What follows belongs to an exercise in optimizing a design on an open flow for small area, a short achievable clock period and few clock cycles per item; a production flow would make more cautious choices.
In this exercise RTL edits were held to simulation tests only and were not proved equivalent to the original.
No activity file was given, so power comes from the tool's default toggle rates.

[flow/design.v]
package rsa_pkg;
    typedef logic [64-1:0] rsa_word_t;
    typedef struct packed {
        logic      mode;
        rsa_word_t msg;
        rsa_word_t exp;
        rsa_word_t modulus;
    } rsa_req_t;
    typedef struct packed {
        rsa_word_t x;
        rsa_word_t y;
    } mont_op_t;
endpackage
`timescale 1ns/1ps
module rsa_modexp (
    input  logic        clk,
    input  logic        rst_n,
    input  logic        start,
    input  logic        mode,
    input  logic [63:0] msg,
    input  logic [63:0] exp,
    input  logic [63:0] modulus,
    output logic [63:0] result,
    output logic        busy,
    output logic        done
);
    localparam int DPC = 2;                           
    localparam int D   = DPC * ((34 + DPC - 1) / DPC);  
    localparam int NC  = D / DPC;                     
    localparam int W   = 66;                          
    localparam int WA  = 67;                          
    localparam int XB  = 2 * DPC + 1;                 
    logic s_r2f;      
    logic s_idle, s_init, s_r2, s_r2fix, s_mul, s_cpa, s_fix1, s_fsub, s_ffix, s_done;
    logic o_conv, o_sq, o_mul, o_fc, o_m1;
    logic        mode_q;
    logic [7:0]  cnt;
    logic [5:0]  k;         
    logic [63:0] e_q;       
    logic [63:0] n_q;       
    logic [65:0] n3_q;      
    logic [W-1:0] c_q;      
    logic [64:0] m_q;       
    logic [WA-1:0] s_q;     
    logic [WA-1:0] k_q;     
    logic          cl_q;    
    logic [DPC-1:0] oc_q, tc_q, om_q, tm_q, o1_q, t1_q, ng_q;
    logic [WA:0]  c_x;      
    logic [WA:0]  m_x;
    assign c_x = {c_q[W-1], c_q, 1'b0};
    assign m_x = {2'b00, m_q, 1'b0};
    logic [DPC-1:0][WA-1:0] p_a;
    genvar j, i;
    generate
        for (j = 0; j < DPC; j++) begin : g_row
            for (i = 0; i < WA; i++) begin : g_bit
                logic mag;
                if (i == 0) begin : g_b0
                    assign mag = (oc_q[j] & c_x[1]) | (om_q[j] & m_x[1]) | o1_q[j];
                end else if (i == 1) begin : g_b1
                    assign mag = (oc_q[j] & c_x[2]) | (tc_q[j] & c_x[1])
                               | (om_q[j] & m_x[2]) | (tm_q[j] & m_x[1]) | t1_q[j];
                end else begin : g_bn
                    assign mag = (oc_q[j] & c_x[i+1]) | (tc_q[j] & c_x[i])
                               | (om_q[j] & m_x[i+1]) | (tm_q[j] & m_x[i]);
                end
                assign p_a[j][i] = mag ^ ng_q[j] ^ (i == WA - 1);
            end
        end
    endgenerate
    logic [3:0] py_q;       
    logic [3:0] ni_q;       
    logic [3:0] vq, qq;
    logic [3:0] v_s, v_c;
    assign v_s = s_q[3:0] ^ k_q[3:0] ^ py_q;
    assign v_c = (s_q[3:0] & k_q[3:0]) | (s_q[3:0] & py_q) | (k_q[3:0] & py_q);
    assign vq  = v_s + {v_c[2:0], cl_q};
    logic q_b2a, q_b2b, q_c1, q_c2;
    assign q_c1  = vq[1] & ni_q[1] & vq[0];
    assign q_b2a = ni_q[1] & vq[1];
    assign q_b2b = ni_q[2] & vq[0];
    assign q_c2  = (vq[2] & q_b2a) ^ (vq[2] & q_b2b) ^ (vq[2] & q_c1)
                 ^ (q_b2a & q_b2b) ^ (q_b2a & q_c1) ^ (q_b2b & q_c1);
    assign qq[0] = vq[0];
    assign qq[1] = vq[1] ^ (ni_q[1] & vq[0]);
    assign qq[2] = vq[2] ^ q_b2a ^ q_b2b ^ q_c1;
    assign qq[3] = vq[3] ^ (ni_q[1] & vq[2]) ^ (ni_q[2] & vq[1]) ^ (ni_q[3] & vq[0]) ^ q_c2;
    localparam int WT = WA + 4;             
    logic [WT-1:0] r_s, r_c, r_p0, r_p1, r_q0, r_q1;
    logic [WT-1:0] l1_s, l1_c, l2_s, l2_c, l3_s, l3_c, l4_s, l4_c;
    logic [WT-1:0] l1_cs, l2_cs, l3_cs, l4_cs;
    assign r_s  = WT'(s_q);
    assign r_c  = WT'(k_q);
    assign r_p0 = WT'({1'b1, p_a[0]});
    assign r_p1 = WT'({1'b1, p_a[1], ng_q[1], ng_q[1]});
    logic [1:0] q1h, q2h, q3h;    
    assign q1h = {qq[3:2] == 2'd1, qq[1:0] == 2'd1};
    assign q2h = {qq[3:2] == 2'd2, qq[1:0] == 2'd2};
    assign q3h = {qq[3:2] == 2'd3, qq[1:0] == 2'd3};
    assign r_q0 = WT'(({66{q1h[0]}} & {2'b00, n_q}) | ({66{q2h[0]}} & {1'b0, n_q, 1'b0})
                    | ({66{q3h[0]}} & n3_q));
    assign r_q1 = WT'({({66{q1h[1]}} & {2'b00, n_q}) | ({66{q2h[1]}} & {1'b0, n_q, 1'b0})
                    | ({66{q3h[1]}} & n3_q), 2'b00});
    assign l1_s  = r_s ^ r_c ^ r_p0;
    assign l1_c  = (r_s & r_c) | (r_s & r_p0) | (r_c & r_p0);
    assign l1_cs = {l1_c[WT-2:0], ng_q[0]};
    assign l2_s  = l1_s ^ l1_cs ^ r_p1;
    assign l2_c  = (l1_s & l1_cs) | (l1_s & r_p1) | (l1_cs & r_p1);
    assign l2_cs = {l2_c[WT-2:0], cl_q};
    assign l3_s  = l2_s ^ l2_cs ^ r_q0;
    assign l3_c  = (l2_s & l2_cs) | (l2_s & r_q0) | (l2_cs & r_q0);
    assign l3_cs = {l3_c[WT-2:0], ng_q[1]};
    assign l4_s  = l3_s ^ l3_cs ^ r_q1;
    assign l4_c  = (l3_s & l3_cs) | (l3_s & r_q1) | (l3_cs & r_q1);
    assign l4_cs = {l4_c[WT-2:0], 1'b0};
    logic [WA-1:0] s_nx, k_nx;
    logic          cl_nx;
    assign s_nx  = l4_s[WT-1:4];
    assign k_nx  = l4_cs[WT-1:4];
    assign cl_nx = |{l4_s[3:0], l4_cs[3:0]};
    logic         c_neg;
    logic         add_inv, add_use_n;
    logic [W-1:0] add_a, add_b, add_s;
    logic         add_ci;
    logic [W:0]   add_w;
    logic n_idle, n_init, n_r2, n_r2fix, n_mul, n_cpa, n_fix1, n_fsub, n_ffix, n_done;
    logic c_neg_n;
    assign c_neg = c_q[W-1];
    logic sa_s, sa_n2, sa_c2, sa_c, sb_k, sb_n, sb_nn;
    assign add_a  = ({W{sa_s}}  & s_q[W-1:0]) | ({W{sa_n2}} & {1'b0, n_q, 1'b0})
                  | ({W{sa_c2}} & {c_q[W-2:0], 1'b0}) | ({W{sa_c}} & c_q);
    assign add_b  = ({W{sb_k}}  & k_q[W-1:0]) | ({W{sb_n}} & {2'b00, n_q})
                  | ({W{sb_nn}} & ~{2'b00, n_q});
    assign add_ci = (sa_s & cl_q) | add_inv;
    assign add_w = {add_a, 1'b1} + {add_b, add_ci};
    assign add_s = add_w[W:1];
    logic exp0;       
    logic dr;         
    logic cv_done;    
    assign dr      = n_q[63];
    assign cv_done = (s_cpa && o_conv) || (s_r2fix && dr);
    logic mul_last;
    logic load_d;     
    logic o_conv_n, o_sq_n, o_mul_n, o_fc_n, o_m1_n;
    logic [XB-1:0] xb_n;
    assign exp0     = !mode_q && !e_q[63];
    assign mul_last = (cnt == 8'(NC));
    always_comb begin
        o_conv_n = o_conv; o_sq_n = o_sq; o_mul_n = o_mul;
        o_fc_n   = o_fc;   o_m1_n = o_m1;
        if (s_cpa || (s_r2fix && dr)) begin
            o_conv_n = 1'b0;
            o_sq_n   = 1'b0;
            o_mul_n  = 1'b0;
            o_fc_n   = 1'b0;
            o_m1_n   = 1'b0;
            if (cv_done) begin
                if (mode_q)          o_m1_n  = 1'b1;
                else if (k == 6'd0)  o_fc_n  = 1'b1;
                else                 o_sq_n  = 1'b1;
            end else if (o_sq) begin
                if (e_q[63])         o_mul_n = 1'b1;
                else if (k == 6'd1)  o_fc_n  = 1'b1;
                else                 o_sq_n  = 1'b1;
            end else if (o_mul) begin
                if (k == 6'd1)       o_fc_n  = 1'b1;
                else                 o_sq_n  = 1'b1;
            end
        end
    end
    localparam int CPW = 2 * D + XB;
    logic [CPW-1:0] c_pad;
    assign c_pad  = {{(CPW-W-1){c_q[W-1]}}, c_q, 1'b0};
    assign load_d = s_r2fix || (s_cpa && (o_conv || o_sq || o_mul));
    always_comb begin
        if (load_d) xb_n = {add_s[XB-2:0], 1'b0};
        else        xb_n = c_pad[cnt[5:0] * (2 * DPC) +: XB];
    end
    logic [DPC-1:0] bd_one, bd_two, bd_neg;
    generate
        for (j = 0; j < DPC; j++) begin : g_bd
            assign bd_one[j] = xb_n[2*j+1] ^ xb_n[2*j];
            assign bd_two[j] = (xb_n[2*j+2] & !xb_n[2*j+1] & !xb_n[2*j])
                             | (!xb_n[2*j+2] & xb_n[2*j+1] & xb_n[2*j]);
            assign bd_neg[j] = xb_n[2*j+2];
        end
    endgenerate
    logic [3:0] y_lo_n, py_n, t0_n, m0_n;
    logic [1:0] t1_n, m1_n;
    always_comb begin
        if (o_sq_n)      y_lo_n = load_d ? add_s[3:0] : c_q[3:0];
        else if (o_fc_n) y_lo_n = 4'd1;
        else if (cv_done && mode_q) y_lo_n = e_q[3:0];
        else             y_lo_n = m_q[3:0];
        t0_n = ({4{bd_one[0]}} & y_lo_n) | ({4{bd_two[0]}} & {y_lo_n[2:0], 1'b0});
        t1_n = ({2{bd_one[1]}} & y_lo_n[1:0]) | ({2{bd_two[1]}} & {y_lo_n[0], 1'b0});
        m0_n = bd_neg[0] ? 4'(-t0_n) : t0_n;
        m1_n = bd_neg[1] ? 2'(-t1_n) : t1_n;
        py_n = m0_n + {m1_n, 2'b00};
    end
    assign n_idle  = (s_idle && !start) || s_done;
    assign n_init  = s_idle && start;
    assign n_r2    = s_init || (s_r2 && cnt != 8'd0);
    assign n_r2fix = s_r2 && cnt == 8'd0;
    assign n_mul   = (s_r2fix && !exp0) || (s_mul && !mul_last)
                  || (s_cpa && (o_conv || o_sq || o_mul));
    assign n_cpa   = s_mul && mul_last;
    assign n_fix1  = s_cpa && (o_fc || o_m1);
    assign n_fsub  = s_fix1;
    assign n_ffix  = s_fsub;
    assign n_done  = s_ffix || (s_r2fix && exp0);
    assign c_neg_n = (s_init || (s_r2fix && exp0)) ? 1'b0 :
                     (s_r2 || s_r2fix || s_cpa || s_fix1 || s_fsub || s_ffix) ? add_s[W-1] :
                     c_neg;
    always_ff @(posedge clk) begin
        if (!rst_n) begin
            s_idle    <= 1'b1;
            s_init    <= 1'b0;
            s_r2      <= 1'b0;
            s_r2f     <= 1'b0;
            s_r2fix   <= 1'b0;
            s_mul     <= 1'b0;
            s_cpa     <= 1'b0;
            s_fix1    <= 1'b0;
            s_fsub    <= 1'b0;
            s_ffix    <= 1'b0;
            s_done    <= 1'b0;
            busy      <= 1'b0;
            add_inv   <= 1'b0;
            add_use_n <= 1'b0;
            sa_s      <= 1'b0;
            sa_n2     <= 1'b0;
            sa_c2     <= 1'b0;
            sa_c      <= 1'b1;
            sb_k      <= 1'b0;
            sb_n      <= 1'b0;
            sb_nn     <= 1'b0;
        end else begin
            s_idle    <= n_idle;
            s_init    <= n_init;
            s_r2      <= n_r2;
            s_r2f     <= s_init;
            s_r2fix   <= n_r2fix;
            s_mul     <= n_mul;
            s_cpa     <= n_cpa;
            s_fix1    <= n_fix1;
            s_fsub    <= n_fsub;
            s_ffix    <= n_ffix;
            s_done    <= n_done;
            busy      <= n_init || (busy && !s_done);
            add_inv   <= (n_r2 && !c_neg_n) || n_fsub;
            add_use_n <= n_r2 || n_fsub || ((n_r2fix || n_fix1 || n_ffix) && c_neg_n);
            sa_s      <= n_cpa;
            sa_n2     <= n_init;
            sa_c2     <= n_r2 && !(s_init && dr);
            sa_c      <= !n_cpa && !n_init && !(n_r2 && !(s_init && dr));
            sb_k      <= n_cpa;
            sb_n      <= n_init || (!((n_r2 && !c_neg_n) || n_fsub)
                                    && (n_r2 || n_fsub || ((n_r2fix || n_fix1 || n_ffix) && c_neg_n)));
            sb_nn     <= ((n_r2 && !c_neg_n) || n_fsub);
        end
    end
    assign done = s_done;
    always_ff @(posedge clk) begin
        if (s_idle) begin
            mode_q <= mode;
            n_q    <= modulus;
            e_q    <= exp;
            m_q    <= {1'b0, msg};
            k      <= 6'd63;
        end
        if (s_init) begin
            n3_q <= add_s;
            ni_q <= 4'(n_q[3:0] * n_q[3:0] * n_q[3:0] - 4'd2 * n_q[3:0]);
        end
        if (s_init) begin
            o_conv <= 1'b1;
            o_sq   <= 1'b0;
            o_mul  <= 1'b0;
            o_fc   <= 1'b0;
            o_m1   <= 1'b0;
        end else begin
            o_conv <= o_conv_n;
            o_sq   <= o_sq_n;
            o_mul  <= o_mul_n;
            o_fc   <= o_fc_n;
            o_m1   <= o_m1_n;
        end
        if (s_init)
            cnt <= dr ? 8'(2 * D) : 8'(2 * 2 * D - 1);
        else if (s_r2 && cnt != 8'd0)
            cnt <= cnt - 8'd1;
        else if (s_r2fix || s_cpa)
            cnt <= 8'd1;
        else if (s_mul)
            cnt <= cnt + 8'd1;
        if (s_r2 && !mode_q && !e_q[63] && k != 6'd0) begin
            e_q <= e_q << 1;
            k   <= k - 6'd1;
        end
        if (cv_done && !mode_q) begin
            e_q <= e_q << 1;
        end
        if (s_cpa) begin
            if (o_conv) begin
            end else if ((o_sq && !e_q[63]) || o_mul) begin
                e_q <= e_q << 1;
                k   <= k - 6'd1;
            end
        end
        if (cv_done)
            m_q <= mode_q ? {1'b0, e_q} : add_s[64:0];
        if (s_mul || load_d) begin
            oc_q <= bd_one & {DPC{o_sq_n}};
            tc_q <= bd_two & {DPC{o_sq_n}};
            om_q <= bd_one & {DPC{o_conv_n | o_mul_n | o_m1_n}};
            tm_q <= bd_two & {DPC{o_conv_n | o_mul_n | o_m1_n}};
            o1_q <= bd_one & {DPC{o_fc_n}};
            t1_q <= bd_two & {DPC{o_fc_n}};
            ng_q <= bd_neg;
            py_q <= py_n;
        end
    end
    always_ff @(posedge clk) begin
        if (s_init || (s_r2fix && exp0))
            c_q <= (s_init && dr) ? {1'b0, m_q} : W'(1);
        else if (s_r2 || s_r2fix || s_cpa || s_fix1 || s_fsub || s_ffix)
            c_q <= add_s;
    end
    always_ff @(posedge clk) begin
        if (s_mul) begin
            s_q  <= s_nx;
            k_q  <= k_nx;
            cl_q <= cl_nx;
        end else begin
            s_q  <= {1'b1, 66'd0};
            k_q  <= '0;
            cl_q <= 1'b0;
        end
    end
    assign result = c_q[63:0];
endmodule
[flow/run.sh]
#!/bin/bash
# synth_recipe.tcl (not shown) runs the flow's synth.tcl, then flattens the netlist and writes it again
# the make line also repeats each setting of config.mk as NAME=value (left out here)
make -C /OpenROAD-flow-scripts/flow DESIGN_CONFIG=/design/flow/config.mk WORK_HOME=/design/flow/orfs CLKGATE_MAP_FILE= SYNTH_SCRIPT=/design/flow/synth_recipe.tcl finish
[flow/constraint.sdc]
create_clock -name core_clock -period 8.0 [get_ports {clk}]
set_input_delay 1.6000 -clock core_clock [delete_from_list [all_inputs] [get_ports {clk}]]
set_output_delay 1.6000 -clock core_clock [all_outputs]
set_load 0.01 [all_outputs]
[flow/config.mk]
export PLATFORM = sky130hd
export DESIGN_NAME = rsa_modexp
export DESIGN_NICKNAME = rsa_modexp
export VERILOG_FILES = /design/flow/design.v
export SDC_FILE = /design/flow/constraint.sdc
export NUM_CORES = 4
export LEC_CHECK = 0
export ABC_AREA = 1
export CAP_MARGIN = 20
export CORE_MARGIN = 2
export CORE_UTILIZATION = 55
export CTS_CLUSTER_DIAMETER = 80
export CTS_CLUSTER_SIZE = 30
export SETUP_SLACK_MARGIN = 4.5
export SLEW_MARGIN = 20
export TNS_END_PERCENT = 10
==> impl_metrics.yaml, run 1 <==
synth:
  yosysMostFrequentCell: "nand2_1"
  synth_top_area_share_pct: 22.0
  yosys-top-cells-area: "edfxtp_1 (22%), fa_1 (14%), dfxtp_1 (11%)"
  synth_top_cell_by_area: "edfxtp_1"
  postSynth.asyncResetShare_pct: 0
  synth_seq_cells: 516
  ys_seq_area_share_pct: 33.4
  synth-warning-count: 1
  synth_cells: 4789
  synthesis.area_sq_um: 39600
  syn-num-nets: 5342
  synth_common_cells: "nand2_1 (1008), inv_1 (831), edfxtp_1 (291), fa_1 (271), o22ai_1 (260)"
  synth_ff_type: "edfxtp_1"
  synth.distinct_cells: 54
  synth.avg_cell_area_sq_um: 8.28
  synth_edf_count: 291
routing:
  detail_route.wl_per_cell_microns: 27.9
  drc: 0
  top_layer_used: "met4"
  wl_met2_mm: 71.5
  vias: 38500
  drtPass1Iterations: 12
  postRouteAntennaNets: 0
  wl_mm: 167
  wl_met3_mm: 22.6
  wl_met1_mm: 60.8
  viasPerCell: 6.45
  first_iter_violations: 5170
critical_path:
  r2r-end: "cl_q"
  rr_startpoint: "py_q[0]"
  r2r_slack_ns: 3.60
  worst-path-max-fanout: 4
  startpoint: "py_q[0]"
  crit_type: "flop to flop"
  arrival_ns: 4.89
  critPathLaunchType: "flop"
  ff2ff_path_depth: 18
  crit_required_ns: 8.49
  cp-endpoint: "cl_q"
  cp-end-kind: "flop"
floorplanning:
  rows: 98
  dieWidth_microns: 272
  coreArea_sq_um: 71400
  die_area_sq_um: 74200
  start_util_pct: 55.5
  die_h_microns: 272
  io-pin-count: 262
grt:
  grt_pass1_wl_mm: 237
  antenna_found_initial: 0
  grt_usage_pct: 42.9
  grt-ovfl-total: 0
  grt_max_degree: 72
  first_global_vias: 36900
clock_network:
  cts_tree: "yes"
  path_clk_slew_ns: 0.10
  root_buffer: "clkbuf_16"
  hold_buffers: 0
  cts_buffer_depth: 3
  htreeDepth: 2
  cts_made_buffers: 35
  insertion_delay_ns: 0.62
  cts.sinks: 516
pwr:
  irDropWorstVdd_mv: 0.185
  p_leak_nw: 20.9
  p_per_area_nw_per_um2: 191
cells_and_area:
  area_growth_pct: 22.5
  drive_gt1_share_pct: 12.5
  nets: 5540
  num_antenna_cells: 0
  instances_no_fill: 5963
sta:
  fmax_ghz: 0.227
  setup_viol: 0
  slew_violations: 0
  fin_crit_sh_pct: 55.0
  worstMarginPinSlew_ns: 1.10
  rsz0062_at_grt: "true"
  finalClockSkew_ns: 0.0379
  hold_violations: 0
  setup_tns_ns: 0
  fin_crit_ns: 4.40
  maxSlewHeadroom_pct: 26.8
run_status:
  status: "timing/DRC/antenna clean"
placed_design:
  globalplace.congestion: 1.01
  placedCellCount: 5735
  io_buffers: 261
  hpwl_mm: 104
hold_path:
  hold_path.class: "flop to flop"
job:
  drv_cap: 0
flip-flops by register name (all words and copies together), names as in the netlist, 8 cells and up:
| register | count |
|---|---|
| k_q | 67 |
| s_q | 67 |
| c_q | 66 |
| n3_q | 66 |
| m_q | 65 |
| e_q | 64 |
| n_q | 64 |
| cnt | 8 |
cell type report:
| class | count | area (sq um) |
|---|---|---|
| inverters | 842 | 3320 |
| fillers | 5870 | 22800 |
| clock buffers | 42 | 987 |
| repair buffers | 448 | 5110 |
| flip-flops and latches | 516 | 13300 |
| repair inverters | 8 | 138 |
| clock inverters | 21 | 265 |
| multi-input cells | 3136 | 24300 |
| well taps | 950 | 1190 |
per-layer routing:
layer  vias to the layer above  track usage [%]
met4                         0             21.5
li1                      16500                -
met5                         -                0
met1                     18300             56.0
met2                      2852             65.4
met3                       736             11.9
through the flow:
stage | setup slack (ns) | hold slack (ns) | power (mW) | utilization [%] | instance area [sq um]
5_1_grt | 3.47 | 0.498 | 9.66 | 68.0 | 48600
4_1_cts | 3.81 | 0.466 | 8.78 | 64.9 | 46300
3_3_place_gp | 3.14 | 0.450 | 6.45 | 59.4 | 42400
6_report | 3.60 | 0.474 | 9.26 | 68.0 | 48600
2_1_floorplan | 4.36 | 0.420 | 5.40 | - | 39700
3_5_place_dp | 2.90 | 0.444 | 6.47 | 59.4 | 42400
critical path, cell delays in order (launching register included):
cell and delay (ns):
edfxtp_1 0.39, fa_1 0.51, ha_4 0.20, fa_2 0.33, or2_0 0.21, and2_4 0.17, o21ai_4 0.18, xor2_2 0.19
xor2_1 0.19, xor2_1 0.19, buf_4 0.19, buf_12 0.12, nand2_8 0.07, buf_6 0.13, buf_12 0.15, o22ai_4 0.15
fa_1 0.46, nor4_2 0.31, a21oi_1 0.12
power by group:
group | leakage, nW | switching (mW) | internal (mW) | total [mW]
logic | 15.6 | 2.37 | 1.44 | 3.82
registers | 4.67 | 0.220 | 3.12 | 3.34
clock network | 0.602 | 1.14 | 0.969 | 2.11
total | 20.9 | 3.73 | 5.53 | 9.26
logic make-up after synthesis:
logic type / Yosys count / synth area share [%]
flip-flops: 516 / 33.4
buffers and inverters: 1156 / 11.7
adder cells (fa/ha/maj): 357 / 16.4
AO/OA/AOI/OAI: 1184 / 20.1
AND/OR/NAND/NOR: 1362 / 13.7
XOR/XNOR: 214 / 4.73
cell usage in the layout, fill, tap and decap left out, types with 14 or more instances in the layout:
cell type        synthesis  routed
nand2_4                  0      14
a21oi_2                  4      40
clkdlybuf4s50_1          0     261
nand2_8                  0      21
inv_2                    9      43
fa_1                   271     268
edfxtp_1               291     291
nand2_2                  3      32
o21ai_0                238     215
ha_4                     0      32
o221ai_1                96      54
clkbuf_16                0      45
o211ai_1               132     132
o221ai_2                 0      17
nand2_1               1008     962
a221oi_1               129     129
buf_16                   0      24
xor2_1                 193     187
o21ai_1                  5      20
nand3_1                118     110
a21oi_1                193     149
o22ai_1                260     236
o221ai_4                 0      25
buf_6                    0      20
nor2_1                 176     144
dfxtp_1                225     217
buf_4                   75      99
nor2_4                   3      17
xnor2_1                 21      19
inv_1                  831     782
nor2_2                   0      19
buf_12                   0      27
a221o_1                 62      62
ha_1                    86      52
nor3_1                  19      17
o22ai_2                  0      19
repair_timing:
| item | in CTS | in global routing |
|---|---|---|
| gates cloned | 38 | 11 |
| setup endpoints to repair | 400 | 350 |
| pin swaps | 61 | 51 |
| buffers inserted | 60 | 56 |
| resized for setup | 245 | 359 |
how the worst min path moves through the flow:
stage	endpoint	start	slack, ns	cells after the start
floorplan	s_ffix	s_fsub	0.42	2
global placement	s_ffix	s_fsub	0.45	2
detailed placement	s_ffix	s_fsub	0.44	2
CTS	s_ffix	s_fsub	0.47	2
global route	busy	busy	0.50	2
finish	s_ffix	s_fsub	0.47	2
Testbench counts, summed over its fixed seeds: cycles 233,850, ops 192.
==> inputs of run 2 (changes only) <==
--- a/flow/config.mk
+++ b/flow/config.mk
@@ -9,8 +9,6 @@
 export CAP_MARGIN = 20
 export CORE_MARGIN = 2
-export CORE_UTILIZATION = 55
-export CTS_CLUSTER_DIAMETER = 80
-export CTS_CLUSTER_SIZE = 30
-export SETUP_SLACK_MARGIN = 4.5
+export CORE_UTILIZATION = 50
+export SETUP_SLACK_MARGIN = 4.2
 export SLEW_MARGIN = 20
 export TNS_END_PERCENT = 10
==> run 2 against run 1 <==
Critical path depth fell by 1. Worst hold slack got worse by 0.020 ns. Sequential power barely moved. Flip-flop and latch count did not move. Setup slack improved by 0.17 ns. Register-to-register slack improved by 0.17 ns. Highest routed layer unchanged.
==> impl_metrics.yaml, run 2 <==
synth:
  yosys-top-cells-area: "edfxtp_1 (22%), fa_1 (14%), dfxtp_1 (11%)"
  synth_top_area_share_pct: 22.0
  synth.avg_cell_area_sq_um: 8.28
  ys_seq_area_share_pct: 33.4
  syn-num-nets: 5342
  synth-warning-count: 1
  synthesis.area_sq_um: 39600
  synth_ff_type: "edfxtp_1"
  synth.distinct_cells: 54
  synth_top_cell_by_area: "edfxtp_1"
  postSynth.asyncResetShare_pct: 0
  synth_edf_count: 291
  synth_seq_cells: 516
  yosysMostFrequentCell: "nand2_1"
  synth_cells: 4789
  synth_common_cells: "nand2_1 (1008), inv_1 (831), edfxtp_1 (291), fa_1 (271), o22ai_1 (260)"
pwr:
  irDropWorstVdd_mv: 0.264
  netSwitchingFraction_pct: 36.9
  p_sw_mw: 3.77
  p_per_area_nw_per_um2: 213
  pwr-share-seq_pct: 32.7
  p_leak_nw: 20.9
  internal-power_mw: 6.45
  p_total_mw: 10.2
  p_clk_share_pct: 32.6
  power_frac_comb_pct: 34.7
sta:
  fin_crit_ns: 4.23
  finalClockSkew_ns: 0.0353
  hold_violations: 0
  fin_crit_sh_pct: 52.8
  maxSlewHeadroom_pct: 21.4
  worstMarginPinSlew_ns: 1.18
  setup_tns_ns: 0
  slew_violations: 0
  setup_viol: 0
  rsz0062_at_grt: "true"
  fmax_ghz: 0.237
grt:
  grt_max_degree: 84
  grt_util_met3_pct: 8.76
  antenna_found_initial: 4
  grt-ovfl-total: 0
  grt_pass1_wl_mm: 239
  grt.busiest_layer: "met2"
  grt_usage_pct: 39.3
  met2_usage_pct: 61.1
  use_met1_pct: 52.2
  first_global_vias: 36400
floorplanning:
  die_h_microns: 286
  io-pin-count: 262
  rows: 103
  coreArea_sq_um: 78700
  start_util_pct: 50.3
  die_area_sq_um: 81500
  dieWidth_microns: 286
clock_network:
  cts_buffer_depth: 3
  cts.sinks: 516
  path_clk_slew_ns: 0.06
  cts_tree: "yes"
  insertion_delay_ns: 0.64
  cts_made_buffers: 66
  root_buffer: "clkbuf_16"
  htreeDepth: 3
cells_and_area:
  nets: 5509
  fill_cells: 6983
  final_common_cell: "nand2_1"
  multi_input_area_sq_um: 23200
  fin_util_pct: 60.9
  drive_gt1_share_pct: 8.92
  seqCellArea_sq_um: 13300
  most-common-layout-cells: "nand2_1 (981), inv_1 (818), edfxtp_1 (291)"
  area_growth_pct: 21.0
  reg_top3: "k_q (67), s_q (67)"
routing:
  viasPerCell: 6.17
  wl_mm: 166
  postRouteAntennaNets: 0
  drtPass1Iterations: 7
  vias: 37400
  detail_route.wl_per_cell_microns: 27.3
  first_iter_violations: 4837
  drc: 0
job:
  drv_cap: 0
critical_path:
  worst-path-max-fanout: 5
  arrival_ns: 4.72
  cp-end-kind: "flop"
  crit_required_ns: 8.49
  critPathLaunchType: "flop"
  crit_type: "flop to flop"
placed_design:
  hpwl_mm: 110
  io_buffers: 261
  globalplace.congestion: 1.01
hold_path:
  hold_path.class: "flop to flop"
run_status:
  status: "timing/DRC/antenna clean"
[run 2: power by group through the flow]
stage	clock, mW	sequential, mW	combinational [mW]
finish	3.33	3.34	3.54
global route	3.43	3.35	3.86
CTS	3.34	3.33	3.35
detailed placement	0	3.38	3.12
global placement	0	3.39	3.10
floorplan	0	3.28	2.11
[run 2: layer usage]
metal | part of all wire [%] | up-vias
met4 | 5.6 | 0
li1 | - | 16500
met2 | 44 | 2477
met1 | 39 | 18000
met5 | 0 | -
met3 | 11 | 502
[run 2: worst paths after layout]
path	from	end	slack [ns]	depth (start not counted)
worst max-delay path	py_q[0]	cl_q	3.77	17
worst min-delay path	s_fsub	s_ffix	0.45	2
worst max register to register	py_q[0]	cl_q	3.77	17
worst min register to register	s_fsub	s_ffix	0.45	2
[run 2: layout make-up]
| class | instances | area share (%) |
|---|---|---|
| Antenna cell | 2 | 0.0104 |
| Clock buffer | 86 | 3.88 |
| Clock inverter | 36 | 1.08 |
| Inverter | 842 | 6.89 |
| Multi-Input combinational cell | 3129 | 48.3 |
| Sequential cell | 516 | 27.7 |
| Tap cell | 1050 | 2.74 |
| Timing Repair Buffer | 396 | 9.27 |
| Timing Repair inverter | 5 | 0.146 |
[run 2: repair_timing]
action | CTS | global route
gates resized for setup | 176 | 140
endpoints found under the setup margin | 334 | 312
pin swaps | 30 | 35
hold buffers | 0 | 0
cloned | 22 | 9
buffers inserted | 43 | 30
[run 2: metrics by stage]
stage	worst slack [ns]	instances	instance area (sq um)	hold WS, ns
2_1_floorplan	3.86	4789	39600	0.420
3_3_place_gp	2.99	5832	42500	0.457
3_5_place_dp	2.89	5834	42500	0.450
4_1_cts	3.86	6021	46800	0.459
5_1_grt	3.66	6061	48000	0.488
6_report	3.77	6062	48000	0.453
[run 2: logic make-up after synthesis]
family          count (synthesis)  synth area share (%)
simple gates                 1362                  13.7
compound gates               1184                  20.1
buf+inv                      1156                  11.7
flops                         516                  33.4
fa+ha+maj                     357                  16.4
xor+xnor                      214                  4.73
[run 2: critical path, stage by stage (launching register included)]
cell and delay (ns):
edfxtp_1 0.39, fa_1 0.52, ha_4 0.19, fa_2 0.33
or2_0 0.20, and2_4 0.17, ha_4 0.27, xor2_1 0.16
xor2_1 0.17, buf_4 0.16, clkinvlp_4 0.13, nor2_4 0.21
clkinv_8 0.13, buf_16 0.18, o22ai_4 0.12, fa_1 0.43
nor4_2 0.22, a21oi_1 0.11
==> inputs of run 3 (changes only) <==
--- a/flow/config.mk
+++ b/flow/config.mk
@@ -10,5 +10,5 @@
 export CORE_MARGIN = 2
 export CORE_UTILIZATION = 50
-export SETUP_SLACK_MARGIN = 4.2
+export SETUP_SLACK_MARGIN = 4.0
 export SLEW_MARGIN = 20
 export TNS_END_PERCENT = 10
==> run 3 against run 2 <==
Sequential share of layout area rose by 0.49 points. Sequential power is essentially flat. Die area stayed put.
==> impl_metrics.yaml, run 3 <==
cells_and_area:
  nets: 5477
  final_area_sq_um: 47100
  multi_input_area_sq_um: 23000
  reg_top3: "k_q (67), s_q (67)"
  fill_cells: 7168
  final_common_cell: "nand2_1"
  seqCellArea_sq_um: 13300
  most-common-layout-cells: "nand2_1 (993), inv_1 (816), edfxtp_1 (291)"
  fin_util_pct: 59.8
  drive_gt1_share_pct: 8.40
  area_growth_pct: 18.9
placed_design:
  globalplace.congestion: 0.996
  dp_slack_ns: 2.87
  placed_cell_area_sq_um: 42500
  hpwl_mm: 109
  io_buffers: 261
critical_path:
  rr_startpoint: "py_q[0]"
  crit_type: "flop to flop"
  critPathLaunchType: "flop"
  ff2ff_path_depth: 19
  r2r-end: "s_q[24]"
  crit_required_ns: 8.52
  arrival_ns: 4.70
  r2r_slack_ns: 3.82
  cp-end-kind: "flop"
  worst-path-max-fanout: 11
routing:
  first_iter_violations: 4222
  vias: 36600
  detail_route.wl_per_cell_microns: 26.0
  postRouteAntennaNets: 0
  drtPass1Iterations: 8
  viasPerCell: 6.07
  wl_mm: 157
  drc: 0
floorplanning:
  coreArea_sq_um: 78700
  rows: 103
  io-pin-count: 262
  dieWidth_microns: 286
  start_util_pct: 50.3
  die_h_microns: 286
  die_area_sq_um: 81500
grt:
  first_global_vias: 36100
  grt_pass1_wl_mm: 232
  grt_usage_pct: 38.0
  grt-ovfl-total: 0
  grt_max_degree: 84
  antenna_found_initial: 4
synth:
  muxShareOfSynthArea_pct: 0
  synth_xor_area_share_pct: 4.73
  synth_top_area_share_pct: 22.0
  ys_seq_area_share_pct: 33.4
  synth.avg_cell_area_sq_um: 8.28
  syn-num-nets: 5342
  postSynth.asyncResetShare_pct: 0
  synthSimpleGateAreaFrac_pct: 13.7
  synth_top_family_by_area: "compound AO/OA/AOI/OAI gates"
  synth_compound_area_share_pct: 20.1
  synthesis.area_sq_um: 39600
  synthAdderAreaFrac_pct: 16.4
  synth_ff_type: "edfxtp_1"
  synth_seq_cells: 516
  synth_edf_count: 291
  synth_top_cell_by_area: "edfxtp_1"
  yosysMostFrequentCell: "nand2_1"
  yosys-top-cells-area: "edfxtp_1 (22%), fa_1 (14%), dfxtp_1 (11%)"
  synth_cells: 4789
  synth-warning-count: 1
  synth.distinct_cells: 54
  synth_common_cells: "nand2_1 (1008), inv_1 (831), edfxtp_1 (291), fa_1 (271), o22ai_1 (260)"
sta:
  slew_violations: 0
  rsz0062_at_grt: "true"
  hold_violations: 0
  finalClockSkew_ns: 0.0349
  fmax_ghz: 0.239
  worstMarginPinSlew_ns: 1.02
  maxSlewHeadroom_pct: 32.2
  setup_tns_ns: 0
  worst_hold_slack_ns: 0.468
  fin_crit_sh_pct: 52.3
  worst_slack_ns: 3.82
  fin_crit_ns: 4.18
  setup_viol: 0
pwr:
  p_leak_nw: 20.5
  p_per_area_nw_per_um2: 210
  irDropWorstVdd_mv: 0.178
clock_network:
  path_clk_slew_ns: 0.06
  insertion_delay_ns: 0.63
  cts_tree: "yes"
  htreeDepth: 3
  cts.sinks: 516
  cts_buffer_depth: 3
  root_buffer: "clkbuf_16"
  hold_buffers: 0
  cts_made_buffers: 66
hold_path:
  hold_path.class: "flop to flop"
  hp-start: "k[5]"
  hold_path_end: "k[5]"
  holdPathStages: 1
run_status:
  status: "timing/DRC/antenna clean"
job:
  drv_cap: 0
-- run 3: cell types whose count changed in the layout (fill, tap and decap cells not counted), moves of 6 or more --
cell	previous run	this run
nand2_2	17	10
bufinv_16	13	5
o21ai_1	6	13
o221ai_4	25	14
clkinv_1	10	4
a21oi_1	188	180
buf_4	66	56
o21ai_0	236	225
nand2_1	981	993
o221ai_1	33	46
buf_6	17	11
clkinv_2	9	19
-- run 3: cells by family (layout without fill, tap and decap cells) --
group	Yosys count	in the layout
other cells	0	2
buf+inv	1156	1335
fa+ha+maj	357	357
simple gates	1362	1372
xor+xnor	214	214
flops	516	516
compound gates	1184	1184
-- run 3: repair_timing --
action | CTS | global route
buffers inserted | 35 | 12
pin swaps | 32 | 14
gates resized for setup | 165 | 152
cloned | 21 | 1
endpoints found under the setup margin | 323 | 256
-- run 3: stage by stage --
step                      std cells  total power [mW]
final                          6030              9.91
after CTS                      6014              9.77
after global routing           6028              10.4
after detailed placement       5836              6.53
after global placement         5835              6.50
after floorplan                4789              5.40
-- run 3: final cells by class --
| class | instances | share of cell area (%) |
|---|---|---|
| antenna | 2 | 0.0106 |
| clock buffer | 86 | 3.88 |
| clock inverter | 36 | 0.706 |
| inverter | 842 | 6.97 |
| multi-input combinational | 3127 | 48.8 |
| sequential | 516 | 28.1 |
| tap | 1050 | 2.79 |
| timing repair buffer | 369 | 8.64 |
| timing repair inverter | 2 | 0.0425 |
-- run 3: worst max-delay path by stage --
stage / cells past startpoint / to / startpoint
2_1_floorplan: 28 / py_q[3] / s_init
3_3_place_gp: 15 / cl_q / py_q[0]
3_5_place_dp: 17 / cl_q / py_q[0]
4_1_cts: 15 / m_q[31] / sa_c2
5_1_grt: 28 / py_q[3] / n_q[0]
6_report: 19 / s_q[24] / py_q[0]
-- run 3: report_power, final --
| part | internal (mW) | total [mW] | switching [mW] |
|---|---|---|---|
| clock network | 1.76 | 3.04 | 1.29 |
| registers | 3.12 | 3.32 | 0.200 |
| logic | 1.29 | 3.55 | 2.26 |
| total | 6.17 | 9.91 | 3.74 |
-- run 3: layer usage --
metal	routed length (microns)	global-route usage [%]
met4	6070	15.4
met3	16200	8.26
met2	71300	59.5
met1	63300	51.2
met5	18	0
-- run 3: worst max-delay path, cell delays in order (launching register included) --
cell and delay, ns:
edfxtp_1 0.39, fa_1 0.49, ha_4 0.19, fa_2 0.56, nand2_2 0.06, inv_2 0.07, nand2_4 0.06, o21ai_2 0.14
xor2_1 0.18, xor2_1 0.24, xor2_2 0.17, buf_6 0.14, buf_6 0.11, buf_6 0.17, nand2_8 0.08, buf_12 0.17
o221ai_1 0.27, fa_1 0.44, nand2_1 0.08, inv_1 0.05
==> inputs of run 4 (changes only) <==
--- a/flow/config.mk
+++ b/flow/config.mk
@@ -6,9 +6,8 @@
 export NUM_CORES = 4
 export LEC_CHECK = 0
-export ABC_AREA = 1
 export CAP_MARGIN = 20
 export CORE_MARGIN = 2
-export CORE_UTILIZATION = 50
-export SETUP_SLACK_MARGIN = 4.0
+export CORE_UTILIZATION = 40
+export SETUP_SLACK_MARGIN = 5
 export SLEW_MARGIN = 20
-export TNS_END_PERCENT = 10
+export TNS_END_PERCENT = 5
==> run 4 against run 3 <==
Still clean on timing, DRC and antenna. Total power fell by 2.6%. Setup slack got worse by 0.19 ns. Worst hold slack improved by 0.0097 ns. Design area rose by 1.9%. Largest cell class unchanged.
==> impl_metrics.yaml, run 4 <==
run_status:
  status: "timing/DRC/antenna clean"
critical_path:
  ff2ff_path_depth: 18
  cp-end-kind: "flop"
  worst-path-max-fanout: 5
  cp_slowest_cell: "fa_1"
  crit_required_ns: 8.53
  max_stage_delay_ns: 0.54
  arrival_ns: 4.91
  critPathLaunchType: "flop"
  crit_type: "flop to flop"
  cp.depth: 18
  crit_buf_inv: 5
  crit_family: "adder cells"
  critical_path.cell_chain: "fa_1, ha_2, fa_2, buf_6, and2_4, ha_4, xnor2_4, xnor2_2, xnor2_2, buf_6, xor2_4, nor2b_4, buf_8, buf_12, buf_16, o2bb2ai_4, fa_1, and2_1"
sta:
  hold_violations: 0
  setup_viol: 0
  slew_violations: 0
  rsz0062_at_grt: "true"
  worst_hold_slack_ns: 0.478
  fin_crit_sh_pct: 54.7
  fin_crit_ns: 4.37
  finalClockSkew_ns: 0.0334
  setup_tns_ns: 0
  worstMarginPinSlew_ns: 1.17
  maxSlewHeadroom_pct: 22.2
  worst_slack_ns: 3.63
  fmax_ghz: 0.229
synth:
  synth.avg_cell_area_sq_um: 9.86
  synth_edf_count: 291
  postSynth.asyncResetShare_pct: 0
  yosysMostFrequentCell: "inv_1"
  syn-num-nets: 4645
  synth-warning-count: 1
  synth_seq_cells: 516
  synthesis.area_sq_um: 40300
  synth_common_cells: "inv_1 (318), nand2_1 (309), edfxtp_1 (291), fa_1 (271), clkbuf_1 (247)"
  synth_top_cell_by_area: "edfxtp_1"
  yosys-top-cells-area: "edfxtp_1 (22%), fa_1 (13%), dfxtp_1 (11%)"
  synth.distinct_cells: 89
  synth_top_area_share_pct: 21.7
  ys_seq_area_share_pct: 32.8
  synth_ff_type: "edfxtp_1"
  synth_cells: 4092
hold_path:
  holdPathStages: 1
  hold_path.class: "flop to flop"
clock_network:
  path_clk_slew_ns: 0.06
  cts_made_buffers: 68
  insertion_delay_ns: 0.65
  cts_tree: "yes"
  htreeDepth: 3
  cts.sinks: 516
  root_buffer: "clkbuf_16"
  cts_buffer_depth: 3
grt:
  grt_usage_pct: 29.7
  grt-ovfl-total: 0
  grt_pass1_wl_mm: 230
  antenna_found_initial: 1
  first_global_vias: 34400
  grt_max_degree: 148
routing:
  wl_mm: 160
  vias: 34700
  postRouteAntennaNets: 0
  drc: 0
  viasPerCell: 6.26
  first_iter_violations: 3628
  drtPass1Iterations: 6
  detail_route.wl_per_cell_microns: 28.9
floorplanning:
  io-pin-count: 262
  coreArea_sq_um: 100000
  die_h_microns: 322
  rows: 116
  die_area_sq_um: 103000
  dieWidth_microns: 322
  start_util_pct: 40.3
placed_design:
  io_buffers: 261
  placedCellCount: 5329
  hpwl_mm: 103
  globalplace.congestion: 0.915
  dp_slack_ns: 1.69
pwr:
  p_leak_nw: 19.5
  p_per_area_nw_per_um2: 201
  irDropWorstVdd_mv: 0.122
cells_and_area:
  nets: 4743
  drive_gt1_share_pct: 10.4
  final_common_cell: "inv_1"
  reg_top3: "k_q (67), s_q (67)"
  area_growth_pct: 19.0
  fill_cells: 9223
  most-common-layout-cells: "inv_1 (314), nand2_1 (306), edfxtp_1 (291)"
  instances_no_fill: 5542
job:
  drv_cap: 0
## run 4: changes by cell type after synthesis, moves of 79 or more
| cell | before | now |
|---|---|---|
| o21ai_0 | 238 | 159 |
| o22ai_1 | 260 | 9 |
| xor2_1 | 193 | 29 |
| nand2_1 | 1008 | 309 |
| mux2i_1 | 0 | 236 |
| inv_1 | 831 | 318 |
| a22oi_1 | 2 | 130 |
| a22o_1 | 0 | 189 |
| xnor2_1 | 21 | 180 |
| and2_1 | 6 | 145 |
| o221ai_1 | 96 | 3 |
| o211ai_1 | 132 | 8 |
## run 4: repair_timing
action                                  4_1_cts  5_1_grt
hold buffers                                  0        0
setup buffers                                50       19
gates resized for setup                      86       90
pin swaps                                    13       30
cloned                                       12        8
endpoints found under the setup margin      462      505
## run 4: final timing paths
| kind | from | end | slack, ns |
|---|---|---|---|
| hold reg to reg | k[5] | k[5] | 0.48 |
| setup / recovery | k_q[0] | s_q[23] | 3.63 |
| hold / removal | k[5] | k[5] | 0.48 |
| setup reg to reg | k_q[0] | s_q[23] | 3.63 |
## run 4: final cells by class
cell class,instances,area [sq um],area share (%)
diodes,2,5.00,0.0104
clock buffers,90,1890,3.93
clock inverters,32,323,0.672
inverters,323,1230,2.55
multi-input cells,2881,25200,52.5
flip-flops and latches,516,13300,27.6
well taps,1298,1620,3.38
repair buffers,400,4480,9.34
## run 4: logic make-up after synthesis
| logic type | synth area share (%) |
|---|---|
| AND/OR/NAND/NOR | 10.5 |
| adder cells (fa/ha/maj) | 16.1 |
| multiplexers | 7.22 |
| XOR/XNOR | 4.59 |
| buffers and inverters | 7.17 |
| AO/OA/AOI/OAI | 21.5 |
| flip-flops | 32.8 |
## run 4: layer usage
layer,up-vias,share of wire (%),global-route usage (%)
li1,15000,-,-
met1,17300,39,37.8
met2,1933,46,48.5
met3,438,9.4,6.36
met4,0,5.1,13.2
met5,-,0,0
## run 4: worst reg2reg max path, cell delays in order (launching register included)
cell	delay [ns]
dfxtp_2	0.34
fa_1	0.54
ha_2	0.19
fa_2	0.50
buf_6	0.15
and2_4	0.14
ha_4	0.17
xnor2_4	0.13
xnor2_2	0.16
xnor2_2	0.20
buf_6	0.15
xor2_4	0.20
nor2b_4	0.25
buf_8	0.17
buf_12	0.13
buf_16	0.16
o2bb2ai_4	0.13
fa_1	0.40
and2_1	0.16
## run 4: metrics by stage
stage                     instance area, sq um  total power, mW  util [%]
after floorplan                          40700             5.30         -
after CTS                                47100             9.54      47.1
after global placement                   43700             6.27      43.7
after global routing                     48000             10.1      48.0
final                                    48000             9.65      48.0
after detailed placement                 43700             6.31      43.7
## run 4: report_power, final
group          internal (mW)  total (mW)  switching (mW)  leakage [nW]
Combinational           1.29        3.01            1.72          13.7
Clock                   1.83        3.14            1.31          1.07
Sequential              3.10        3.51           0.409          4.66
Total                   6.22        9.65            3.43          19.5
==> inputs of run 5 (changes only) <==
--- a/flow/config.mk
+++ b/flow/config.mk
@@ -6,8 +6,9 @@
 export NUM_CORES = 4
 export LEC_CHECK = 0
+export ABC_AREA = 1
 export CAP_MARGIN = 20
 export CORE_MARGIN = 2
-export CORE_UTILIZATION = 40
-export SETUP_SLACK_MARGIN = 5
+export CORE_UTILIZATION = 45
+export SETUP_SLACK_MARGIN = 4.2
 export SLEW_MARGIN = 20
 export TNS_END_PERCENT = 5
==> run 5 against run 4 <==
Fmax increased by 2.8%. Die area decreased by 13%. Design area fell by 2.7%. Count of clock-buffer cells in the layout down 7. First-iteration DRC count rose by 16%. Via count is 5.2% higher. Critical path depth fell by 4. Still clean on timing, DRC and antenna.
==> impl_metrics.yaml, run 5 <==
synth:
  synth_ff_type: "edfxtp_1"
  synth.avg_cell_area_sq_um: 8.28
  synth_edf_count: 291
  postSynth.asyncResetShare_pct: 0
  synth.distinct_cells: 54
  synth_top_cell_by_area: "edfxtp_1"
  synth_cells: 4789
  syn-num-nets: 5342
  synth-warning-count: 1
  synthesis.area_sq_um: 39600
  yosysMostFrequentCell: "nand2_1"
  synth_common_cells: "nand2_1 (1008), inv_1 (831), edfxtp_1 (291), fa_1 (271), o22ai_1 (260)"
  synth_seq_cells: 516
  yosys-top-cells-area: "edfxtp_1 (22%), fa_1 (14%), dfxtp_1 (11%)"
  ys_seq_area_share_pct: 33.4
  synth_top_area_share_pct: 22.0
sta:
  hold_violations: 0
  rsz0062_at_grt: "true"
  slew_violations: 0
  fin_crit_sh_pct: 53.2
  worst_slack_ns: 3.74
  setup_viol: 0
  fmax_ghz: 0.235
  setup_tns_ns: 0
  finalClockSkew_ns: 0.0265
  maxSlewHeadroom_pct: 27.7
  fin_crit_ns: 4.26
  worstMarginPinSlew_ns: 1.09
  worst_hold_slack_ns: 0.464
clock_network:
  hold_buffers: 0
  insertion_delay_ns: 0.65
  cts_tree: "yes"
  htreeDepth: 3
  cts_buffer_depth: 3
  cts.sinks: 516
  cts_made_buffers: 66
  path_clk_slew_ns: 0.06
  root_buffer: "clkbuf_16"
grt:
  grt-ovfl-total: 0
  grt_usage_pct: 34.0
  antenna_found_initial: 2
  use_met1_pct: 46.1
  grt.busiest_layer: "met2"
  grt_pass1_wl_mm: 230
  met2_usage_pct: 53.9
  grt_util_met3_pct: 6.57
  first_global_vias: 35900
  grt_max_degree: 84
placed_design:
  io_buffers: 261
  globalplace.congestion: 1.00
  hpwl_mm: 107
  dp_slack_ns: 2.91
  placed_cell_area_sq_um: 42600
  placedCellCount: 5935
floorplanning:
  start_util_pct: 45.5
  coreArea_sq_um: 87000
  dieWidth_microns: 301
  die_h_microns: 301
  rows: 108
  die_area_sq_um: 90500
  io-pin-count: 262
routing:
  postRouteAntennaNets: 0
  drtPass1Iterations: 6
  viasPerCell: 5.97
  first_iter_violations: 4217
  vias: 36500
  drc: 0
  detail_route.wl_per_cell_microns: 25.6
  wl_mm: 157
critical_path:
  critPathLaunchType: "flop"
  arrival_ns: 4.77
  cp-end-kind: "flop"
  crit_type: "flop to flop"
  worst-path-max-fanout: 27
  crit_required_ns: 8.52
cells_and_area:
  area_growth_pct: 17.8
  reg_top3: "k_q (67), s_q (67)"
  instances_no_fill: 6116
  final_common_cell: "nand2_1"
  drive_gt1_share_pct: 7.95
  final_area_sq_um: 46700
  most-common-layout-cells: "nand2_1 (992), inv_1 (808), edfxtp_1 (291)"
  fin_util_pct: 53.7
  nets: 5457
pwr:
  p_total_mw: 9.94
  p_leak_nw: 20.3
  irDropWorstVdd_mv: 0.164
  p_per_area_nw_per_um2: 213
run_status:
  status: "timing/DRC/antenna clean"
job:
  drv_cap: 0
hold_path:
  hold_path.class: "flop to flop"
[run 5: final timing paths]
check / cells after the start / to / startpoint / slack, ns
setup / recovery: 14 / cl_q / py_q[0] / 3.74
hold / removal: 2 / s_ffix / s_fsub / 0.46
setup reg to reg: 14 / cl_q / py_q[0] / 3.74
hold reg to reg: 2 / s_ffix / s_fsub / 0.46
[run 5: what timing repair did]
action / 4_1_cts / 5_1_grt
gates cloned: 15 / 5
resized for setup: 173 / 94
endpoints found under the hold margin: 0 / 0
pin swaps: 21 / 8
endpoints found under the setup margin: 302 / 284
buffers inserted: 26 / 10
[run 5: cell families (layout without fill, tap and decap cells)]
logic type      Yosys count  after routing  synth area share (%)
flops                   516            516                  33.4
other cells               0              3                     0
xor+xnor                214            214                  4.73
buf+inv                1156           1316                  11.7
fa+ha+maj               357            357                  16.4
simple gates           1362           1371                  13.7
compound gates         1184           1184                  20.1
[run 5: layout make-up]
cell class	count	area, sq um
Antenna cell	3	7.51
Clock buffer	83	1810
Clock inverter	39	483
Fill cell	8287	40300
Inverter	842	3250
Multi-Input combinational cell	3126	22800
Sequential cell	516	13300
Tap cell	1155	1450
Timing Repair Buffer	343	3580
Timing Repair inverter	9	96.3
[run 5: metal layers]
| layer | vias to the layer above | share of wire (%) |
|---|---|---|
| li1 | 16400 | - |
| met1 | 17700 | 41 |
| met2 | 2058 | 45 |
| met3 | 367 | 10 |
| met4 | 0 | 4.3 |
| met5 | - | 0 |
[run 5: where the power goes]
group / total [mW] / internal, mW / switching, mW
Sequential: 3.33 / 3.12 / 0.209
Combinational: 3.41 / 1.22 / 2.18
Clock: 3.21 / 1.91 / 1.30
Total: 9.94 / 6.26 / 3.69
[run 5: critical path, stage by stage, from the launching register on]
cell	delay [ns]
edfxtp_1	0.41
fa_1	0.49
ha_4	0.19
fa_2	0.54
buf_4	0.12
o21bai_4	0.20
nand2_8	0.16
nor2_4	0.18
buf_12	0.21
a21oi_1	0.13
fa_1	0.54
inv_1	0.07
fa_1	0.51
nor4_2	0.25
a21oi_1	0.10
==> inputs of run 6 (changes only) <==
--- a/flow/design.v
+++ b/flow/design.v
@@ -123,5 +123,4 @@
     logic [W-1:0] add_a, add_b, add_s;
     logic         add_ci;
-    logic [W:0]   add_w;
     logic n_idle, n_init, n_r2, n_r2fix, n_mul, n_cpa, n_fix1, n_fsub, n_ffix, n_done;
     logic c_neg_n;
@@ -133,6 +132,23 @@
                   | ({W{sb_nn}} & ~{2'b00, n_q});
     assign add_ci = (sa_s & cl_q) | add_inv;
-    assign add_w = {add_a, 1'b1} + {add_b, add_ci};
-    assign add_s = add_w[W:1];
+    localparam int KL = 7;                  
+    logic [KL:0][W:0] kg, kp;
+    assign kg[0] = {add_a & add_b, add_ci};
+    assign kp[0] = {add_a ^ add_b, 1'b0};
+    genvar kl, kb;
+    generate
+        for (kl = 0; kl < KL; kl++) begin : g_ks
+            for (kb = 0; kb <= W; kb++) begin : g_kb
+                if (kb >= (1 << kl)) begin : g_op
+                    assign kg[kl+1][kb] = kg[kl][kb] | (kp[kl][kb] & kg[kl][kb - (1 << kl)]);
+                    assign kp[kl+1][kb] = kp[kl][kb] & kp[kl][kb - (1 << kl)];
+                end else begin : g_pass
+                    assign kg[kl+1][kb] = kg[kl][kb];
+                    assign kp[kl+1][kb] = kp[kl][kb];
+                end
+            end
+        end
+    endgenerate
+    assign add_s = kp[0][W:1] ^ kg[KL][W-1:0];
     logic exp0;       
     logic dr;         
--- a/flow/config.mk
+++ b/flow/config.mk
@@ -6,9 +6,8 @@
 export NUM_CORES = 4
 export LEC_CHECK = 0
-export ABC_AREA = 1
 export CAP_MARGIN = 20
 export CORE_MARGIN = 2
-export CORE_UTILIZATION = 45
-export SETUP_SLACK_MARGIN = 4.2
+export CORE_UTILIZATION = 55
+export SETUP_SLACK_MARGIN = 4.5
 export SLEW_MARGIN = 20
-export TNS_END_PERCENT = 5
+export TNS_END_PERCENT = 10
==> run 6 against run 5 <==
Still clean. Global-route usage up 5.2 points. Clock power down 11%. Clock skew up 0.0065 ns. Area after synthesis up 0.81%. Setup slack worse by 0.30 ns. Core utilization up 13 points. Design area up 2.6%. Register-to-register slack worse by 0.30 ns. Combinational power about the same. Critical path type unchanged. Largest cell class unchanged. Highest routed layer is now met5.
==> impl_metrics.yaml, run 6 <==
routing:
  wl_mm: 151
  drc: 0
  vias: 34800
  detail_route.wl_per_cell_microns: 29.3
  postRouteAntennaNets: 0
  drtPass1Iterations: 9
  first_iter_violations: 4586
  viasPerCell: 6.73
synth:
  muxShareOfSynthArea_pct: 7.82
  synth.distinct_cells: 91
  synth_compound_area_share_pct: 20.6
  synth_ff_type: "edfxtp_1"
  synth_seq_cells: 516
  synthSimpleGateAreaFrac_pct: 10.1
  synth_top_family_by_area: "compound AO/OA/AOI/OAI gates"
  synth-warning-count: 1
  yosysMostFrequentCell: "nand2_1"
  synth_common_cells: "nand2_1 (357), inv_1 (318), edfxtp_1 (291), fa_1 (271), clkbuf_1 (246)"
  synthAdderAreaFrac_pct: 16.3
  synth_cells: 4011
  ys_seq_area_share_pct: 33.1
  synth_top_cell_by_area: "edfxtp_1"
  synth_edf_count: 291
  yosys-top-cells-area: "edfxtp_1 (22%), fa_1 (14%), dfxtp_1 (11%)"
  postSynth.asyncResetShare_pct: 0
  synth.avg_cell_area_sq_um: 9.96
  synth_top_area_share_pct: 21.9
  synth_xor_area_share_pct: 4.84
  syn-num-nets: 4564
  synthesis.area_sq_um: 40000
floorplanning:
  dieWidth_microns: 274
  coreArea_sq_um: 71700
  io-pin-count: 262
  rows: 98
  die_h_microns: 274
  start_util_pct: 55.7
  die_area_sq_um: 74800
sta:
  hold_violations: 0
  worstMarginPinSlew_ns: 1.21
  setup_viol: 0
  fin_crit_sh_pct: 57.0
  fmax_ghz: 0.219
  slew_violations: 0
  setup_tns_ns: 0
  maxSlewHeadroom_pct: 19.6
  finalClockSkew_ns: 0.0330
  fin_crit_ns: 4.56
  rsz0062_at_grt: "true"
critical_path:
  ff2ff_path_depth: 18
  critical_path.cell_chain: "fa_1, ha_4, fa_2, xnor2_2, inv_2, ha_4, xnor2_2, xnor2_1, xnor2_1, xnor2_1, xnor2_2, buf_6, buf_12, buf_12, mux2i_2, o21ai_1, fa_1, and2_1"
  worst-path-max-fanout: 9
  crit_family: "adder cells"
  crit_required_ns: 8.54
  arrival_ns: 5.10
  crit_buf_inv: 4
  r2r_slack_ns: 3.44
  crit_type: "flop to flop"
  critPathLaunchType: "flop"
  cp-end-kind: "flop"
  cp.depth: 18
  cp_slowest_cell: "fa_1"
  max_stage_delay_ns: 0.51
clock_network:
  cts_buffer_depth: 3
  hold_buffers: 0
  root_buffer: "clkbuf_16"
  path_clk_slew_ns: 0.06
  htreeDepth: 2
  insertion_delay_ns: 0.67
  cts_tree: "yes"
  cts.sinks: 516
  cts_made_buffers: 60
grt:
  grt-ovfl-total: 0
  antenna_found_initial: 5
  grt_pass1_wl_mm: 221
  grt_max_degree: 83
  first_global_vias: 34900
  grt_usage_pct: 39.2
pwr:
  p_total_mw: 9.76
  p_leak_nw: 19.2
  irDropWorstVdd_mv: 0.197
  p_per_area_nw_per_um2: 204
cells_and_area:
  final_common_cell: "nand2_1"
  most-common-layout-cells: "nand2_1 (345), inv_1 (315), edfxtp_1 (291)"
  nets: 4724
  fill_cells: 5558
  reg_top3: "k_q (67), s_q (67)"
  drive_gt1_share_pct: 14.4
  num_antenna_cells: 0
  area_growth_pct: 20.0
hold_path:
  holdPathStages: 2
  hold_path.class: "flop to flop"
placed_design:
  hpwl_mm: 95.1
  io_buffers: 261
  globalplace.congestion: 0.967
job:
  drv_cap: 0
run_status:
  status: "timing/DRC/antenna clean"
==> run 6: cell count changes after synthesis, sizes merged, moves of 77 or more <==
cell	change
o211ai	-123
a22oi	+191
o221ai	-95
nand2	-654
nor2	-77
xor2	-163
nor2b	+77
a21oi	-83
a22o	+189
mux2i	+186
inv	-522
xnor2	+170
and2	+136
o22ai	-250
==> run 6: report_power, final <==
part	switching, mW	leakage [nW]	internal (mW)
logic	1.87	13.6	1.54
registers	0.388	4.66	3.11
clock network	1.22	0.959	1.63
total	3.48	19.2	6.28
==> run 6: worst register-to-register path, cell delays in order, from the launching register on <==
cell and delay (ns):
edfxtp_1 0.39, fa_1 0.51, ha_4 0.20, fa_2 0.37, xnor2_2 0.19, inv_2 0.07, ha_4 0.17, xnor2_2 0.19
xnor2_1 0.18, xnor2_1 0.13, xnor2_1 0.29, xnor2_2 0.17, buf_6 0.18, buf_12 0.16, buf_12 0.18, mux2i_2 0.29
o21ai_1 0.11, fa_1 0.50, and2_1 0.16
==> run 6: logic make-up after synthesis <==
group / count (synthesis)
AOI/OAI and AO/OA: 1119
xor gates and xnor gates: 221
muxes: 276
DFF: 516
adders and majority gates: 358
and+or+nand+nor: 833
buffers and inverters: 688
==> run 6: area by class of cell <==
cell class	count	area (sq um)	share of cell area, %
Clock buffer	79	1600	3.34
Clock inverter	34	374	0.780
Inverter	319	1200	2.51
Multi-Input combinational cell	2811	25300	52.7
Sequential cell	516	13300	27.7
Tap cell	950	1190	2.48
Timing Repair Buffer	463	5010	10.5
==> run 6: repair_timing <==
| action | in CTS | in global routing |
|---|---|---|
| endpoints found under the hold margin | 0 | 0 |
| resized for setup | 94 | 213 |
| endpoints found under the setup margin | 406 | 380 |
| cloned | 18 | 3 |
| pin swaps | 32 | 72 |
| buffers inserted | 44 | 85 |
==> run 6: through the flow <==
stage,utilization (%),area [sq um],setup slack (ns),cells,hold WS (ns)
6_report,66.8,47900,3.44,5172,0.465
5_1_grt,66.8,47900,3.35,5172,0.501
4_1_cts,64.2,46100,3.47,5084,0.470
3_5_place_dp,59.7,42800,2.29,4909,0.469
3_3_place_gp,59.7,42800,2.54,4909,0.464
2_1_floorplan,-,40400,3.92,4011,0.437
==> run 6: path summary, 6_finish.rpt <==
check | startpoint | endpoint
setup / recovery | py_q[0] | s_q[44]
hold / removal | e_q[49] | e_q[50]
setup reg to reg | py_q[0] | s_q[44]
hold reg to reg | e_q[49] | e_q[50]
==> run 6: metal layers <==
| layer | share of wire, % | vias up | global-route usage [%] |
|---|---|---|---|
| li1 | - | 14700 | - |
| met1 | 37 | 17100 | 49.3 |
| met2 | 46 | 2352 | 63.4 |
| met3 | 10 | 616 | 7.60 |
| met4 | 6.6 | 8 | 21.8 |
| met5 | 0.030 | - | 0 |
Testbench counts of run 6, summed over its fixed seeds: cycles 233,850, ops 192.

[port drivers added, routing unchanged]
In the flow no input, the clock included, has a driving cell. The finished layouts below were timed again as built, in two steps. Step 1: set_driving_cell puts a clkbuf_16 on clk and a buf_2 on each other input, an assumption about the parent block. Step 2 moves the port delays by t, midway between the first and last clock arrival at a register: inputs arrive t later, outputs are due t later. That takes back most of the time a late clock gives input paths. Three values: no drivers, after step 1, after step 2; two values: the first two.
| run | t (ns) | setup slack, ns | hold WS [ns] | worst data-port slew with drivers (ns) |
|---|---|---|---|---|
| run 1 | 0.678 | 3.601 / 3.601 / 3.601 | 0.474 / 0.474 / 0.474 | 0.09 |
| run 2 | 0.702 | 3.775 / 3.775 / 3.775 | 0.453 / 0.453 / 0.453 | 0.09 |
| run 3 | 0.688 | 3.818 / 3.818 / 3.818 | 0.468 / 0.468 / 0.468 | 0.09 |
| run 4 | 0.707 | 3.626 / 3.626 / 3.626 | 0.478 / 0.478 / 0.478 | 0.10 |
| run 5 | 0.706 | 3.744 / 3.744 / 3.744 | 0.464 / 0.464 / 0.464 | 0.07 |
| run 6 | 0.726 | 3.439 / 3.439 / 3.439 | 0.465 / 0.465 / 0.465 | 0.08 |
After both steps setup and hold are still met in every run listed.
